What follows belongs to an exercise in optimizing a design on an open flow for small area, a short achievable clock period and few clock cycles per item; a production flow would make more cautious choices. RTL that was checked went through simulation tests only; none was proved equivalent to the original. Power figures rest on the tool's default switching activity, not on a simulated workload.

==> flow/design.v (excerpt) <==
module rolling_hash_substring_counter_top (
  input  logic        clk,
  input  logic        rst_n,
  input  logic        in_valid,
  output logic        in_ready,
  input  logic [1:0]  in_op,
  input  logic [7:0]  in_char,
  output logic        out_valid,
  input  logic        out_ready,
  output logic        out_match,
  output logic [15:0] out_start,
  output logic [15:0] out_count
);
Size: ~3300 cells after synthesis, roughly 47000 µm² of cells after synthesis.
Settings: LEC_CHECK=0, ABC_CLOCK_PERIOD_IN_PS=3100, CAP_MARGIN=20, CORE_MARGIN=2, CORE_UTILIZATION=60, CTS_BUF_LIST=sky130_fd_sc_hd__clkbuf_8, CTS_CLUSTER_DIAMETER=60, CTS_CLUSTER_SIZE=20, SETUP_SLACK_MARGIN=3.9, SLEW_MARGIN=20, SYNTH_HIERARCHICAL=1, SYNTH_MINIMUM_KEEP_SIZE=0; clock period 7.0 ns.
run.sh (not shown) runs the stock make flow with config.mk's settings and CLKGATE_MAP_FILE= SYNTH_SCRIPT=/design/flow/synth_recipe.tcl, a recipe that flattens the netlist after the stock synthesis.
The first run went through all stages and came out clean.
Testbench counts at the start, summed over its fixed seeds: cycles 24,804, items 22,232.
==> next run, changes <==
Settings changed: CTS_BUF_LIST sky130_fd_sc_hd__clkbuf_8 to default, CTS_CLUSTER_DIAMETER 60 to 80, CTS_CLUSTER_SIZE 20 to 28.
=> The new run produced a clean layout. First-iteration DRC count climbs by 0.39%. Global-route usage came out lower by 0.21 points. Sequential share of layout area goes up by 0.16 points. Design area hardly moves. Core utilization goes down by 0.18 points. Power goes up by 0.83%.
==> next run, changes <==
Settings changed: ABC_CLOCK_PERIOD_IN_PS 3100 to 3050, SETUP_SLACK_MARGIN 3.9 to 3.95.
Outcome:
- The new run passed the timing, design-rule and antenna checks
- maximum frequency shrinks by 0.84%
- via count barely changes
- setup slack degrades by 26 ps
- die area does not change
- hold slack is about the same
- non-clock buffer count grows by 35
- synthesized area does not change
- synthesized cell count is unchanged

========
job 8868:
Another version of the RTL of rolling_hash_substring_counter_top (not shown whole).
Size in the first run: about 3300 cells after synthesis, about 46000 um^2 of cells after synthesis.
==> flow/config.mk <==
export PLATFORM = sky130hd
export DESIGN_NAME = rolling_hash_substring_counter_top
export DESIGN_NICKNAME = rolling_hash_substring_counter_top
export VERILOG_FILES = /design/flow/design.v
export SDC_FILE = /design/flow/constraint.sdc
export NUM_CORES = 4
export LEC_CHECK = 0
export ABC_AREA = 0
export ABC_CLOCK_PERIOD_IN_PS = 3600
export CAP_MARGIN = 20
export CORE_MARGIN = 2
export CORE_UTILIZATION = 60
export CTS_CLUSTER_DIAMETER = 80
export CTS_CLUSTER_SIZE = 28
export SETUP_SLACK_MARGIN = 3.9
export SLEW_MARGIN = 20
export SYNTH_HIERARCHICAL = 1
export SYNTH_MINIMUM_KEEP_SIZE = 0
==> flow/constraint.sdc <==
create_clock -name core_clock -period 7.0 [get_ports {clk}]
set_input_delay 1.4000 -clock core_clock [delete_from_list [all_inputs] [get_ports {clk}]]
set_output_delay 1.4000 -clock core_clock [all_outputs]
set_load 0.01 [all_outputs]
The flow did not stop early for job 8868: all stages ran, and the layout cleared the timing, design-rule and antenna checks.
Testbench counts of job 8868, summed over its fixed seeds: cycles 24,804, items 22,232.
What job 2643 does differently from job 8868 at the input level:
Settings: ABC_AREA no longer set, was 0; SETUP_SLACK_MARGIN now 3.85, was 3.9; ABC_CLOCK_PERIOD_IN_PS now 3100, was 3600.
### Flow results
- Compared to job 8868, job 2643 has met2 capacity usage during global routing 0.18 points lower.
- Delta (job 2643 minus job 8868): setup slack fell by 38 ps, final hold slack down 8.0 ps, area added between synthesis and finish decreased by 1.4 points relative to the old numbers.
- Diff job 8868 -> job 2643 | cell area | down slightly
- Critical path endpoint: u_back.xb_r[20] -> job 2643, u_back.a_r[9] -> job 8868
- Going from job 8868 to job 2643, register-to-register slack saw a decrease, well-tap cell count comparable.
- On wire length of the first global-routing pass, job 8868 and job 2643 are neck and neck.
Input changes introduced in job 3025 (baseline for comparison: job 2643):
Settings: swapping 3.85 for 3.9 in SETUP_SLACK_MARGIN.
Worst clock skew in job 3025 vs job 2643: down 18 ps. Delta (job 3025 minus job 2643): number of global-route vias before repair fell by 0.88%, register-to-register slack rose by 40 ps, share of final-layout standard cells stronger than drive strength 1 rose by 2.8 points.

========
rolling_hash_substring_counter_top, a different RTL version from the one above (not shown whole).
Size in the first run: about 940 flip-flops, about 49 I/O pins, ~47000 sq um of cells after synthesis.
clock: 7.0 ns
lec_check: 0
abc_clock_period_in_ps: 3100
cap_margin: 20
core_margin: 2
core_utilization: 55
cts_cluster_diameter: 80
cts_cluster_size: 28
setup_slack_margin: 3.9
slew_margin: 20
synth_hierarchical: 1
synth_minimum_keep_size: 0
The starting point passed the timing, design-rule and antenna checks.
Rerun with:
--- a/flow/config.mk
+++ b/flow/config.mk
@@ -10,3 +10,3 @@
 export CORE_MARGIN = 2
-export CORE_UTILIZATION = 55
+export CORE_UTILIZATION = 60
 export CTS_CLUSTER_DIAMETER = 80
Power hardly moves; synthesized area is unchanged; clock power is about the same; cell count is lower by 2.3%; register-to-register slack barely changes; routed wire length is lower by 1.6%.
Rerun with:
--- a/flow/config.mk
+++ b/flow/config.mk
@@ -10,3 +10,3 @@
 export CORE_MARGIN = 2
-export CORE_UTILIZATION = 60
+export CORE_UTILIZATION = 65
 export CTS_CLUSTER_DIAMETER = 80
=> Worst hold slack gains 0.018 ns; first-iteration DRC count climbs by 27%; routed wire length rises by 2.0%; clock-buffer cell count goes down by 4; setup slack gets better by 0.0069 ns; die area shrinks by 7.6%; via count is higher by 1.6%; synthesized cell count does not change; flip-flop and latch count does not change.
No run of this note included a check of the RTL's function; only the layout flow was run.

========
Setup of tundra:
rolling_hash_substring_counter_top, a different RTL version from the one above (not shown whole).
Size: ~3200 cells after synthesis, ~890 flip-flops, about 49 I/O pins, about 0.045 mm² of cells after synthesis.
clock: 7.0 ns
lec_check: 0
abc_clock_period_in_ps: 3400
cap_margin: 20
core_margin: 2
core_utilization: 60
setup_slack_margin: 3.6
slew_margin: 20
synth_hierarchical: 1
synth_minimum_keep_size: 0
Testbench counts of tundra, summed over its fixed seeds: cycles 24,804, items 22,232.
Input-level comparison between lagoon and tundra:
Settings: swapping 3.6 for 3.8 in SETUP_SLACK_MARGIN; swapping 3400 for 3200 in ABC_CLOCK_PERIOD_IN_PS.
==> run notes <==
Sequential share of layout area in lagoon is 0.66 points below tundra. Taking tundra as the reference point, the source-to-sink clock delay at the later pin of the worst-skew pair of lagoon rises by 0.02 ns. Between lagoon and tundra, the final period demand of the worst path figures differ only marginally. Diff tundra -> lagoon: cell count saw an increase; wire length per cell after detailed routing saw an increase; global-route wire length before repair saw an increase; worst relative slew slack saw an increase. Compared with tundra, lagoon shows non-clock buffer count higher by 24%. lagoon against tundra: global routing usage on met2 increased 1.0 points, relative contribution of the clock network to total power now sits higher, placer congestion estimate essentially unchanged.

-- static timing again, ports no longer ideal --
No port has a modelled driver above. Below, the same layouts with a new extraction and two added sets of constraints. Step 1 (the two cells are an assumption about what drives the block):
set clk [get_ports {clk}]
set_driving_cell -lib_cell sky130_fd_sc_hd__clkbuf_16 $clk
set_driving_cell -lib_cell sky130_fd_sc_hd__buf_2 [delete_from_list [all_inputs] $clk]
Step 2 times the ports against the registers' clock, not the clock port: input delays grow and output delays shrink by t, the midpoint of the rising clock arrivals with the driver on. a / b / c = ideal ports / drivers / drivers and shift; a / b = the first two.
run | t (ns) | setup slack, ns | worst register clock-pin slew, ns
the first run of note 1 | 0.763 | 3.916 / 3.916 / 3.287 | 0.12 / 0.12
the second run of note 1 | 0.703 | 3.950 / 3.902 / 3.399 | 0.12 / 0.12
the third run of note 1 | 0.691 | 3.924 / 3.924 / 3.554 | 0.11 / 0.11
job 8868 | 0.714 | 3.945 / 3.902 / 3.394 | 0.11 / 0.11
job 2643 | 0.700 | 3.908 / 3.863 / 3.443 | 0.11 / 0.11
job 3025 | 0.714 | 3.945 / 3.902 / 3.394 | 0.11 / 0.11
the first run of note 3 | 0.701 | 3.899 / 3.896 / 3.437 | 0.11 / 0.11
the second run of note 3 | 0.695 | 3.895 / 3.895 / 3.419 | 0.10 / 0.10
the third run of note 3 | 0.697 | 3.902 / 3.866 / 3.419 | 0.11 / 0.11
tundra | 0.696 | 3.606 / 3.606 / 3.173 | 0.07 / 0.07
lagoon | 0.718 | 3.606 / 3.606 / 3.227 | 0.07 / 0.07
After both steps every run listed still meets setup and hold. The setup slack of the first run of note 1, which loses most, moves by 0.000 ns with the drivers and by -0.629 ns with both steps.
